Source: an optimization exercise on an open RTL-to-GDS flow (aim: small area). Production flows keep margins and buffers that such runs may drop. Function was checked by simulation only, so behaviour that the tests miss may differ from the original. Power figures rest on the tool's default switching activity, not on a simulated workload.

## run 1
Design cpu_pmp, start of the top module:
module cpu_pmp #(
    parameter int                      ENTRIES      = 16,
    parameter int                      LOOKUP_PORTS = 2
) (
    input  logic                          clk_i,
    input  logic                          rst_i,
    input  logic [11:0]                   read_addr_i,
    input  logic                          read_enable_i,
    output logic [31:0]                   read_data_o,
    input  logic [11:0]                   write_addr_i,
    input  logic [31:0]                   write_data_i,
    input  logic                          write_enable_i,
    input  logic [LOOKUP_PORTS*32-1:0]    lookup_addr_i,
    input  logic [LOOKUP_PORTS-1:0]       lookup_mmode_i,
    output logic [LOOKUP_PORTS*3-1:0]     lookup_rwx_o,
    output logic [LOOKUP_PORTS-1:0]       lookup_hit_o
);
Size: ~8500 cells after synthesis, ~0.056 mm^2 of cells after synthesis.
clock: 11.0 ns
lec_check: 0
cap_margin: 20
core_margin: 2
core_utilization: 45
setup_slack_margin: 0.2
slew_margin: 20
standard.sh (not shown) runs the stock make flow with config.mk's settings and CLKGATE_MAP_FILE= SYNTH_SCRIPT=/design/flow/synth_recipe.tcl, a recipe that flattens the netlist after the stock synthesis.
==> flow/flow/run.sh <==
#!/bin/bash
# Own layout flow: the standard flow (standard.sh), with these changes:
#  - synthesis: ABC's mapping script is flow/abc_map.script (delay-targeted
#    mapping with area recovery) instead of ORFS's minimum-delay mapping;
#    everything else in synthesis, register mapping included, is the standard flow's.
#  - port buffers are buf_4 cells (ORFS picks clkdlybuf4s50_1).
#  - clock tree synthesis inserts no dummy loads and uses clkbuf_4/clkbuf_8
#    buffers.
# Each tool's output is in own_flow.log and ORFS's logs under orfs/logs.
set -euo pipefail
W=$(pwd)
{
  echo 'proc abc {args} {'
  echo '  set i [lsearch -exact $args -script]'
  echo "  if {\$i >= 0} { set args [lreplace \$args \$i [expr {\$i + 1}] -script $W/flow/abc_map.script] }"
  echo '  yosys abc {*}$args'
  echo '}'
  cat synth_recipe.tcl
} > own_synth.tcl
sed "s#SYNTH_SCRIPT=[^ ]*synth_recipe.tcl#SYNTH_SCRIPT=$W/own_synth.tcl#" standard.sh > own_standard.sh
grep -q "SYNTH_SCRIPT=$W/own_synth.tcl" own_standard.sh
export BUFFER_PORTS_ARGS="-buffer_cell sky130_fd_sc_hd__buf_4"
export CTS_ARGS="-sink_clustering_enable -repair_clock_nets -dont_use_dummy_load -buf_list {sky130_fd_sc_hd__clkbuf_4 sky130_fd_sc_hd__clkbuf_8}"
bash own_standard.sh > own_flow.log 2>&1
==> flow/flow/abc_map.script <==
strash
dch
map -D 3500 -B 0.9
topo
stime -c
Setup changes, run 1 to run 2
# run 1
export LEC_CHECK = 0
export CAP_MARGIN = 20
export CORE_MARGIN = 2
export CORE_UTILIZATION = 45
export SETUP_SLACK_MARGIN = 0.2
export SLEW_MARGIN = 20
create_clock -name core_clock -period 11.0 [get_ports {clk_i}]
# run 2
export LEC_CHECK = 0
export CAP_MARGIN = 20
export CORE_MARGIN = 2
export CORE_UTILIZATION = 35
export GPL_TIMING_DRIVEN = 0
export SETUP_SLACK_MARGIN = 0.5
export SLEW_MARGIN = 20
create_clock -name core_clock -period 11.0 [get_ports {clk_i}]
==> notes.md <==
For the sum of routed wire length over all layers, run 2 came in 4.3% higher than run 1 did. Run 2 vs. run 1: width of the die saw an increase, clock period minus final worst setup slack shows an increase of 0.031 ns, non-clock buffer count in the final layout fell by about 12%. Comparing die area for run 2 and run 1, the bigger number came from run 2. Going from run 1 to run 2, largest net degree at the start of global routing shrank by more than a quarter. Run 2 has less setup slack than run 1. Run 2: instance count after placement with tap cells included 3.7% above run 1. The CTS buffer count in run 2 sits 7 above the value recorded for run 1.
> inputs changed (run 2 -> run 3)
# run 2
export LEC_CHECK = 0
export CAP_MARGIN = 20
export CORE_MARGIN = 2
export CORE_UTILIZATION = 35
export GPL_TIMING_DRIVEN = 0
export SETUP_SLACK_MARGIN = 0.5
export SLEW_MARGIN = 20
create_clock -name core_clock -period 11.0 [get_ports {clk_i}]
# run 3
export LEC_CHECK = 0
export CAP_MARGIN = 20
export CORE_MARGIN = 2
export CORE_UTILIZATION = 40
export SETUP_SLACK_MARGIN = 0.2
export SLEW_MARGIN = 20
create_clock -name core_clock -period 11.0 [get_ports {clk_i}]
Findings:
Compared to run 2, the routing of run 3 uses less wire.
Power density relative to cell area: run 2 vs run 3 — no meaningful difference
From run 2 to run 3 the numbers moved as follows: maximum frequency now sits higher; portion of the layout cell area used by clock cells was more or less identical; number of nets in the finished design climbed 54.
| share of post-route cells with drive strength above 1 | run 3 vs run 2 | 0.85 points lower |
Worst setup path startpoint: lookup_addr_i[2] -> run 3, lookup_addr_i[37] -> run 2

* * *

== alpha ==
cpu_pmp, a different RTL version from the one above (not shown whole).
For scale: about 8,300 cells after synthesis, roughly 56,000 um^2 of cells after synthesis.
clock: 11.0 ns
lec_check: 0
cap_margin: 20
core_margin: 2
core_utilization: 40
setup_slack_margin: 0.2
slew_margin: 20
Scripts as last shown in full above: flow/flow/run.sh, flow/flow/abc_map.script
Setup changes, alpha to beta
--- a/flow/flow/run.sh
+++ b/flow/flow/run.sh
@@ -2,5 +2,5 @@
 # Own layout flow: the standard flow (standard.sh), with these changes:
-#  - synthesis: ABC's mapping script is flow/abc_map.script (delay-targeted
-#    mapping with area recovery) instead of ORFS's minimum-delay mapping;
-#    everything else in synthesis, register mapping included, is the standard flow's.
+#  - synthesis: ABC's mapping script is flow/abc_map.script (here a copy of
+#    ORFS's abc_area.script); everything else in synthesis, register mapping
+#    included, is the standard flow's.
 #  - port buffers are buf_4 cells (ORFS picks clkdlybuf4s50_1).
==> flow/flow/abc_map.script <==
strash
dch
map -B 0.9
topo
stime -c
buffer -c
upsize -c
dnsize -c
==> notes.md <==
- alpha -> beta: number of flip-flops and latches delta 0, exact match
- Between alpha and beta, global-route usage is higher for alpha, beta comes in under that.
- Going from alpha to beta, violation count after the first detailed-routing iteration went up, sequential share of cell area went down, met1 usage went up.
- Taking alpha as the reference, in beta final design area excluding fillers saw an increase; initial antenna violation count saw a decrease; switching share of power saw an increase; worst setup slack saw an increase.
Inputs modified between beta and gamma:
Settings: changing CORE_UTILIZATION from 40 to 35; setting GPL_TIMING_DRIVEN to 0 for the first time; changing SETUP_SLACK_MARGIN from 0.2 to 0.5.
--- a/flow/flow/run.sh
+++ b/flow/flow/run.sh
@@ -2,5 +2,5 @@
 # Own layout flow: the standard flow (standard.sh), with these changes:
-#  - synthesis: ABC's mapping script is flow/abc_map.script (here a copy of
-#    ORFS's abc_area.script); everything else in synthesis, register mapping
-#    included, is the standard flow's.
+#  - synthesis: ABC's mapping script is flow/abc_map.script (delay-targeted
+#    mapping with area recovery) instead of ORFS's minimum-delay mapping;
+#    everything else in synthesis, register mapping included, is the standard flow's.
 #  - port buffers are buf_4 cells (ORFS picks clkdlybuf4s50_1).
==> flow/flow/abc_map.script <==
strash
dch
map -D 3500 -B 0.9
topo
stime -c
Notes after the runs:
Number of DRC markers after the initial detailed-route iteration was lower in gamma than in beta.
Post-route cell area, gamma vs beta: down slightly
The clock buffer and inverter area fraction after layout was comparable across gamma and beta.
Routed wirelength normalized by instance count (lower): gamma
beta → gamma: first-pass GRT wire length went down by about 1%; final cell count without fillers has increased; worst setup slack fell 230 ps; critical path depth down 27; worst-case clock skew climbed 7.8 ps.
Compared to beta, gamma has core area 8.9% higher.
Of the two values seen for startpoint of the worst setup timing path, lookup_addr_i[34] was produced by beta and lookup_addr_i[45] by gamma.
Here is what was changed in the inputs of delta compared with gamma.
Settings: a change of SETUP_SLACK_MARGIN from 0.5 to 0.3; a change of CORE_UTILIZATION from 35 to 40; a deleted GPL_TIMING_DRIVEN that had been 0.
==> flow/flow/abc_map.script <==
strash
dch
map -D 3500
topo
stime -c
--- outcome ---
The flow for delta finished, though final verification flagged max-slew violations. Fmax shrinks by a few percent when moving from gamma to delta. From gamma to delta the numbers moved as follows: xor and xnor area share after synthesis essentially unchanged, total non-filler cell area in the finished layout has decreased, setup slack at placement now larger. Compound-gate portion of the synthesized area, gamma and delta: larger value in delta. Between gamma and delta, the die span in y is higher for gamma. Sort gamma and delta by placeable core region, ascending, and delta comes first. Of gamma and delta, gamma shows the lower worst hold slack, with delta above it. [compare] base=gamma new=delta: overall routing resource usage now larger, post-layout total power has increased.

* * *

Another version of the RTL of cpu_pmp (not shown whole).
Size: ~7800 cells after synthesis, about 660 flip-flops, ~170 I/O pins.
// cpu_pmp
module cpu_pmp #(
    parameter int                      ENTRIES      = 16,
    parameter int                      LOOKUP_PORTS = 2
) (
    input  logic                          clk_i,
    input  logic                          rst_i,
    input  logic [11:0]                   read_addr_i,
    input  logic                          read_enable_i,
    output logic [31:0]                   read_data_o,
    input  logic [11:0]                   write_addr_i,
    input  logic [31:0]                   write_data_i,
    input  logic                          write_enable_i,
    input  logic [LOOKUP_PORTS*32-1:0]    lookup_addr_i,
    input  logic [LOOKUP_PORTS-1:0]       lookup_mmode_i,
    output logic [LOOKUP_PORTS*3-1:0]     lookup_rwx_o,
    output logic [LOOKUP_PORTS-1:0]       lookup_hit_o
);
    logic [ENTRIES-1:0][5:0]  cfg_q;
    logic [ENTRIES-1:0][31:0] addr_q;
    logic [ENTRIES-1:0]       addr_v;
    logic [ENTRIES-1:0]       lock;
    logic [ENTRIES-1:0][1:0]  mode;
    logic [ENTRIES-1:0][2:0]  perm;
    logic [ENTRIES-1:0][7:0]  cfg_byte;
    logic [ENTRIES-1:0]       tor;
    logic [ENTRIES-1:0]       nx;
    logic [ENTRIES-1:0]       napot;
    logic [ENTRIES-1:0][31:0] dc;
    logic                     rd_cfg_hit;
    logic                     rd_addr_hit;
    logic                     wr_cfg_hit;
    logic                     wr_addr_hit;
    logic [31:0]              rd_data;
    logic [ENTRIES-1:0]       rd_addr_sel;
    logic [ENTRIES/4-1:0]     rd_cfg_sel;
    logic [ENTRIES-1:0]       addr_we;
    logic [ENTRIES-1:0]       cfg_we;
    assign rd_cfg_hit  = read_addr_i[11:2]  == cpu_pmp_pkg::CSR_PMPCFG0[11:2];
    assign rd_addr_hit = read_addr_i[11:4]  == cpu_pmp_pkg::CSR_PMPADDR0[11:4];
  ...
==> flow/config.mk <==
export PLATFORM = sky130hd
export DESIGN_NAME = cpu_pmp
export DESIGN_NICKNAME = cpu_pmp
export VERILOG_FILES = /design/flow/design.v
export SDC_FILE = /design/flow/constraint.sdc
export NUM_CORES = 4
export LEC_CHECK = 0
export CAP_MARGIN = 20
export CORE_MARGIN = 2
export CORE_UTILIZATION = 35
export GPL_TIMING_DRIVEN = 0
export SETUP_SLACK_MARGIN = 0.8
export SLEW_MARGIN = 20
==> flow/constraint.sdc <==
create_clock -name core_clock -period 11.0 [get_ports {clk_i}]
set_input_delay 2.2000 -clock core_clock [delete_from_list [all_inputs] [get_ports {clk_i}]]
set_output_delay 2.2000 -clock core_clock [all_outputs]
set_load 0.01 [all_outputs]
==> flow/flow/run.sh <==
#!/bin/bash
# Own layout flow: the standard flow (standard.sh), with these changes:
#  - synthesis: ABC's mapping script is flow/abc_map.script (delay-targeted
#    mapping with area recovery) instead of ORFS's minimum-delay mapping;
#    everything else in synthesis, register mapping included, is the standard flow's.
#  - port buffers are buf_4 cells (ORFS picks clkdlybuf4s50_1).
#  - clock tree synthesis inserts no dummy loads and uses clkbuf_4/clkbuf_8
#    buffers.
# Each tool's output is in own_flow.log and ORFS's logs under orfs/logs.
set -euo pipefail
W=$(pwd)
{
  echo 'proc abc {args} {'
  echo '  set i [lsearch -exact $args -script]'
  echo "  if {\$i >= 0} { set args [lreplace \$args \$i [expr {\$i + 1}] -script $W/flow/abc_map.script] }"
  echo '  yosys abc {*}$args'
  echo '}'
  cat synth_recipe.tcl
} > own_synth.tcl
sed "s#SYNTH_SCRIPT=[^ ]*synth_recipe.tcl#SYNTH_SCRIPT=$W/own_synth.tcl#" standard.sh > own_standard.sh
grep -q "SYNTH_SCRIPT=$W/own_synth.tcl" own_standard.sh
export BUFFER_PORTS_ARGS="-buffer_cell sky130_fd_sc_hd__buf_4"
export CTS_ARGS="-sink_clustering_enable -repair_clock_nets -dont_use_dummy_load -buf_list {sky130_fd_sc_hd__clkbuf_4 sky130_fd_sc_hd__clkbuf_8}"
bash own_standard.sh > own_flow.log 2>&1
==> flow/flow/abc_map.script <==
strash
dch
map -D 3500
topo
stime -c
Next try:
--- a/flow/config.mk
+++ b/flow/config.mk
@@ -10,4 +10,4 @@
 export CORE_UTILIZATION = 35
 export GPL_TIMING_DRIVEN = 0
-export SETUP_SLACK_MARGIN = 0.8
+export SETUP_SLACK_MARGIN = 0.3
 export SLEW_MARGIN = 20
- The changed run completed, yet does not pass: negative setup slack
- clock power is about the same
- clock skew stays flat
- hold slack gets worse by 6.1 ps
- first-iteration DRC count went up by 1.6%
- total power shrinks by 0.82%
- cell area falls by 3.0%
- worst setup slack got worse by 580 ps
- die area is unchanged
- clock-buffer cell count is unchanged
- wire length went down by 0.95%
- via count came out lower by 0.96%
Next try:
==> flow/flow/abc_map.script (replaced) <==
strash
dch
map -D 3500 -B 0.9
topo
stime -c
--- a/flow/config.mk
+++ b/flow/config.mk
@@ -10,4 +10,4 @@
 export CORE_UTILIZATION = 35
 export GPL_TIMING_DRIVEN = 0
-export SETUP_SLACK_MARGIN = 0.3
+export SETUP_SLACK_MARGIN = 0.5
 export SLEW_MARGIN = 20
What happened: Now the flow passed the timing, design-rule and antenna checks. Cell area rose by 3.4%. Power climbs by 1.9%. Wire length increases by 1.1%. Count of clock-buffer cells in the layout goes up by 6.

-- re-timing with driven ports --
The results above use ideal ports. As a check the final layouts listed here were re-extracted and re-timed, cells and wires unchanged.
Step 1 sets driving cells, clkbuf_16 on the clock port and buf_2 on the other inputs (assumed; they add their load-dependent delay and slew).
Step 2 also shifts input and output timing later by t, the mid clock arrival at the registers, as if the neighbouring blocks saw the same clock.
Three values: ideal, step 1, step 2; two values: the first two.
run	shift t [ns]	slack for setup (ns)	worst data-port slew with drivers (ns)
run 1	0.987	0.506 / 0.471 / 0.471	0.04
run 2	1.018	0.475 / 0.447 / 0.447	0.05
run 3	0.964	0.564 / 0.479 / 0.536	0.06
alpha	0.980	0.533 / 0.451 / 0.505	0.04
beta	0.955	0.681 / 0.653 / 0.653	0.05
gamma	0.981	0.456 / 0.432 / 0.432	0.04
delta	0.962	0.150 / 0.127 / 0.127	0.04
the first run of note 3	0.980	0.552 / 0.493 / 0.493	0.09
the second run of note 3	0.986	-0.025 / -0.066 / -0.066	0.05
the third run of note 3	1.021	0.450 / 0.423 / 0.423	0.04
For the first run of note 3, which loses most, drivers alone change the setup slack by -0.059 ns; drivers and shift together by -0.059 ns.
